What follows belongs to an exercise in optimizing a design on an open flow for small area, a short achievable clock period and few clock cycles per item; a production flow would make more cautious choices.
Only simulation tests tie the RTL to the original design; equivalence was not proved.
No activity file was given, so power comes from the tool's default toggle rates.

Setup of P:
==> flow/design.v (excerpt) <==
module scheduled_led_soft_ramp_dimmer_core (
  input  logic                clk_i,
  input  logic                rst_ni,
  input  logic                cfg_we_i,
  input  logic [CfgIdxW-1:0]  cfg_idx_i,
  input  logic [CfgDataW-1:0] cfg_wdata_i,
  input  logic                in_valid_i,
  output logic                in_ready_o,
  input  logic [20:0]         in_data_i,
  output logic                out_valid_o,
  input  logic                out_ready_i,
  output logic [65:0]         out_data_o
);
  logic [2:0][9:0] tgt_q;
  logic [16:0]     wstart_q, wstop_q;
  logic            smooth_q;
  logic [9:0]      dv_q;      
  logic [9:0]      step_q;
  always_ff @(posedge clk_i or negedge rst_ni) begin
    if (!rst_ni) begin
      tgt_q    <= '0;
      wstart_q <= '0;
      wstop_q  <= '0;
      smooth_q <= 1'b0;
      dv_q     <= DivisorReset;
      step_q   <= StepReset;
    end else if (cfg_we_i) begin
  ...
Size in the first run: ~3,400 cells after synthesis, ~410 flip-flops.
==> flow/config.mk <==
export PLATFORM = sky130hd
export DESIGN_NAME = scheduled_led_soft_ramp_dimmer_core
export DESIGN_NICKNAME = scheduled_led_soft_ramp_dimmer_core
export VERILOG_FILES = /design/flow/design.v
export SDC_FILE = /design/flow/constraint.sdc
export NUM_CORES = 4
export LEC_CHECK = 0
export CAP_MARGIN = 5
export CORE_MARGIN = 2
export CORE_UTILIZATION = 40
export SLEW_MARGIN = 5
==> flow/constraint.sdc <==
create_clock -name core_clock -period 10.0 [get_ports {clk_i}]
set_input_delay 2.0000 -clock core_clock [delete_from_list [all_inputs] [get_ports {clk_i}]]
set_output_delay 2.0000 -clock core_clock [all_outputs]
set_load 0.01 [all_outputs]
standard.sh (not shown) runs the stock make flow with config.mk's settings and CLKGATE_MAP_FILE= SYNTH_SCRIPT=/design/flow/synth_recipe.tcl, a recipe that flattens the netlist after the stock synthesis.
==> flow/flow/run.sh <==
#!/bin/bash
set -euo pipefail
bash standard.sh finish SETUP_SLACK_MARGIN=6 \
  'BUFFER_PORTS_ARGS=-buffer_cell sky130_fd_sc_hd__buf_2' > make.log 2>&1
P finished every step from synthesis to the final layout, and the layout passed the timing, DRC and antenna checks.
Testbench counts of P, summed over its fixed seeds: cycles 4,549, items 3,822.
> inputs changed (P -> Q)
-- flow/flow/run.sh --
<<< P, line 2
set -euo pipefail
bash standard.sh finish SETUP_SLACK_MARGIN=6 \
>>> Q, line 2
set -euo pipefail
bash standard.sh floorplan SETUP_SLACK_MARGIN=3 \
  'BUFFER_PORTS_ARGS=-buffer_cell sky130_fd_sc_hd__buf_2' > make_floorplan.log 2>&1
bash standard.sh finish SETUP_SLACK_MARGIN=6 \
-- flow/config.mk --
<<< P, line 7
export LEC_CHECK = 0
export CAP_MARGIN = 5
export CORE_MARGIN = 2
export CORE_UTILIZATION = 40
export SLEW_MARGIN = 5
>>> Q, line 7
export LEC_CHECK = 0
export CAP_MARGIN = 20
export CORE_MARGIN = 2
export CORE_UTILIZATION = 40
export SLEW_MARGIN = 20
==> comparison <==
- Both conditions hold for P: the flow ran to the end and the final layout passed the timing, DRC and antenna checks.
- Q: no failed stages, no open violations at the end
- Diff Q..P | vertical die dimension | unchanged
- Between P and Q, the number of cells in the finished layout apart from fillers figures differ only marginally.
- Any difference in power in sequential cells between P and Q is small enough to ignore.
- The final-layout clock-cell area share on Q is in line with that on P.
- Q against P: proportion of total power due to net switching shrank by 0.46 points, total power of the final layout held steady.
- Area: Q vs P -> Q smaller
- In Q, the hold slack came out 0.016 ns above the value in P.
- When the final numbers for Q and P were put side by side, the mean number of vias per cell turned out to be smaller in Q.
- Diff Q and P: global placer's final weighted congestion lower in Q

---

Starting RTL as in the previous note.
Design scheduled_led_soft_ramp_dimmer_core, start of the top module:
module scheduled_led_soft_ramp_dimmer_core (
  input  logic                clk_i,
  input  logic                rst_ni,
  input  logic                cfg_we_i,
  input  logic [CfgIdxW-1:0]  cfg_idx_i,
  input  logic [CfgDataW-1:0] cfg_wdata_i,
  input  logic                in_valid_i,
  output logic                in_ready_o,
  input  logic [20:0]         in_data_i,
  output logic                out_valid_o,
  input  logic                out_ready_i,
  output logic [65:0]         out_data_o
);
export LEC_CHECK = 0
export CAP_MARGIN = 20
export CORE_MARGIN = 2
export CORE_UTILIZATION = 40
export SLEW_MARGIN = 20
create_clock -name core_clock -period 10.0 [get_ports {clk_i}]
==> flow/flow/run.sh <==
#!/bin/bash
set -euo pipefail
bash standard.sh finish SETUP_SLACK_MARGIN=6 \
  'BUFFER_PORTS_ARGS=-buffer_cell sky130_fd_sc_hd__buf_1' > make.log 2>&1
Testbench counts at the start, summed over its fixed seeds: cycles 4,549, items 3,822.
Then changed:
==> flow/flow/run.sh (replaced) <==
#!/bin/bash
set -euo pipefail
bash standard.sh finish SETUP_SLACK_MARGIN=6.25 \
  'BUFFER_PORTS_ARGS=-buffer_cell sky130_fd_sc_hd__buf_2' > make.log 2>&1
Global-route usage is lower by 0.11 points.
Critical path depth is higher by 1.
Clock power is higher by about 4%.
Sequential share of layout area is lower by 1.4 points.
Final area is higher by 5.1%.
Then changed:
==> flow/flow/run.sh (replaced) <==
#!/bin/bash
set -euo pipefail
bash standard.sh finish SETUP_SLACK_MARGIN=6 \
  'BUFFER_PORTS_ARGS=-buffer_cell sky130_fd_sc_hd__buf_2' > make.log 2>&1
What happened: Fmax shrinks by 3.6%. Wire length shrinks by 2.0%. Power shrinks by 6.5%.
Then changed:
--- a/flow/flow/run.sh
+++ b/flow/flow/run.sh
@@ -2,0 +3,2 @@
+bash standard.sh floorplan SETUP_SLACK_MARGIN=0 \
+  'BUFFER_PORTS_ARGS=-buffer_cell sky130_fd_sc_hd__buf_2' > make_floorplan.log 2>&1
Result: Clock skew goes up by 0.0063 ns; non-clock buffer count went up by 8; wire length fell by 1.9%; design area came out lower by 0.34%; via count fell by 1.2%; die area does not change; area after synthesis stays the same; worst hold slack is better by 0.016 ns.

---

scheduled_led_soft_ramp_dimmer_core again, from the RTL that the note above started with.
==> flow/config.mk <==
export PLATFORM = sky130hd
export DESIGN_NAME = scheduled_led_soft_ramp_dimmer_core
export DESIGN_NICKNAME = scheduled_led_soft_ramp_dimmer_core
export VERILOG_FILES = /design/flow/design.v
export SDC_FILE = /design/flow/constraint.sdc
export NUM_CORES = 4
export LEC_CHECK = 0
export CAP_MARGIN = 20
export CORE_MARGIN = 2
export CORE_UTILIZATION = 40
export CTS_BUF_LIST = sky130_fd_sc_hd__clkbuf_4 sky130_fd_sc_hd__clkbuf_8
export SLEW_MARGIN = 20
==> flow/constraint.sdc <==
create_clock -name core_clock -period 10.0 [get_ports {clk_i}]
set_input_delay 2.0000 -clock core_clock [delete_from_list [all_inputs] [get_ports {clk_i}]]
set_output_delay 2.0000 -clock core_clock [all_outputs]
set_load 0.01 [all_outputs]
==> flow/flow/run.sh <==
#!/bin/bash
set -euo pipefail
bash standard.sh finish SETUP_SLACK_MARGIN=6 \
  'BUFFER_PORTS_ARGS=-buffer_cell sky130_fd_sc_hd__buf_2' > make.log 2>&1
The starting point produced a clean layout.
Testbench counts at the start, summed over its fixed seeds: cycles 4,549, items 3,822.
Change:
==> flow/flow/run.sh (replaced) <==
#!/bin/bash
set -euo pipefail
bash standard.sh finish SETUP_SLACK_MARGIN=6 > make.log 2>&1
- CTS_BUF_LIST: sky130_fd_sc_hd__clkbuf_4 sky130_fd_sc_hd__clkbuf_8 -> default
Result:
- worst hold slack is about the same
- non-clock buffer count increases by 23
- core utilization increases by 1.3 points
- final area increases by 2.8%
- synthesized area stays the same

## port drivers added, routing unchanged
Ports are ideal in the flow. The routed layouts listed here were re-timed in OpenROAD.
Step 1 (the two cells are an assumption about what drives the block):
set clk [get_ports {clk_i}]
set_driving_cell -lib_cell sky130_fd_sc_hd__clkbuf_16 $clk
set_driving_cell -lib_cell sky130_fd_sc_hd__buf_2 [delete_from_list [all_inputs] $clk]
Step 2 times the ports against the registers' clock, not the clock port: input delays grow and output delays shrink by t, the midpoint of the rising clock arrivals with the driver on.
Slacks: ideal ports / drivers / drivers and shift; pairs: ideal ports / drivers.
run | t (ns) | slack for setup (ns) | worst setup path at the end | worst slew at a driven data input, ns
P | 0.668 | 6.068 / 6.079 / 5.443 | input to register | 0.07
Q | 0.663 | 6.055 / 6.055 / 5.391 | input to register | 0.12
the first run of note 2 | 0.665 | 5.998 / 5.998 / 5.471 | input to register | 0.07
the second run of note 2 | 0.697 | 6.210 / 6.210 / 5.648 | input to register | 0.05
the third run of note 2 | 0.668 | 6.068 / 6.090 / 5.444 | input to register | 0.07
the fourth run of note 2 | 0.663 | 6.055 / 6.055 / 5.391 | input to register | 0.12
the first run of note 3 | 0.734 | 6.005 / 6.050 / 5.315 | input to register | 0.07
the second run of note 3 | 0.671 | 6.065 / 6.065 / 5.440 | input to register | 0.08
After both steps every run listed still meets setup and hold. The setup slack of the first run of note 3, which loses most, moves by +0.045 ns with the drivers and by -0.690 ns with both steps.
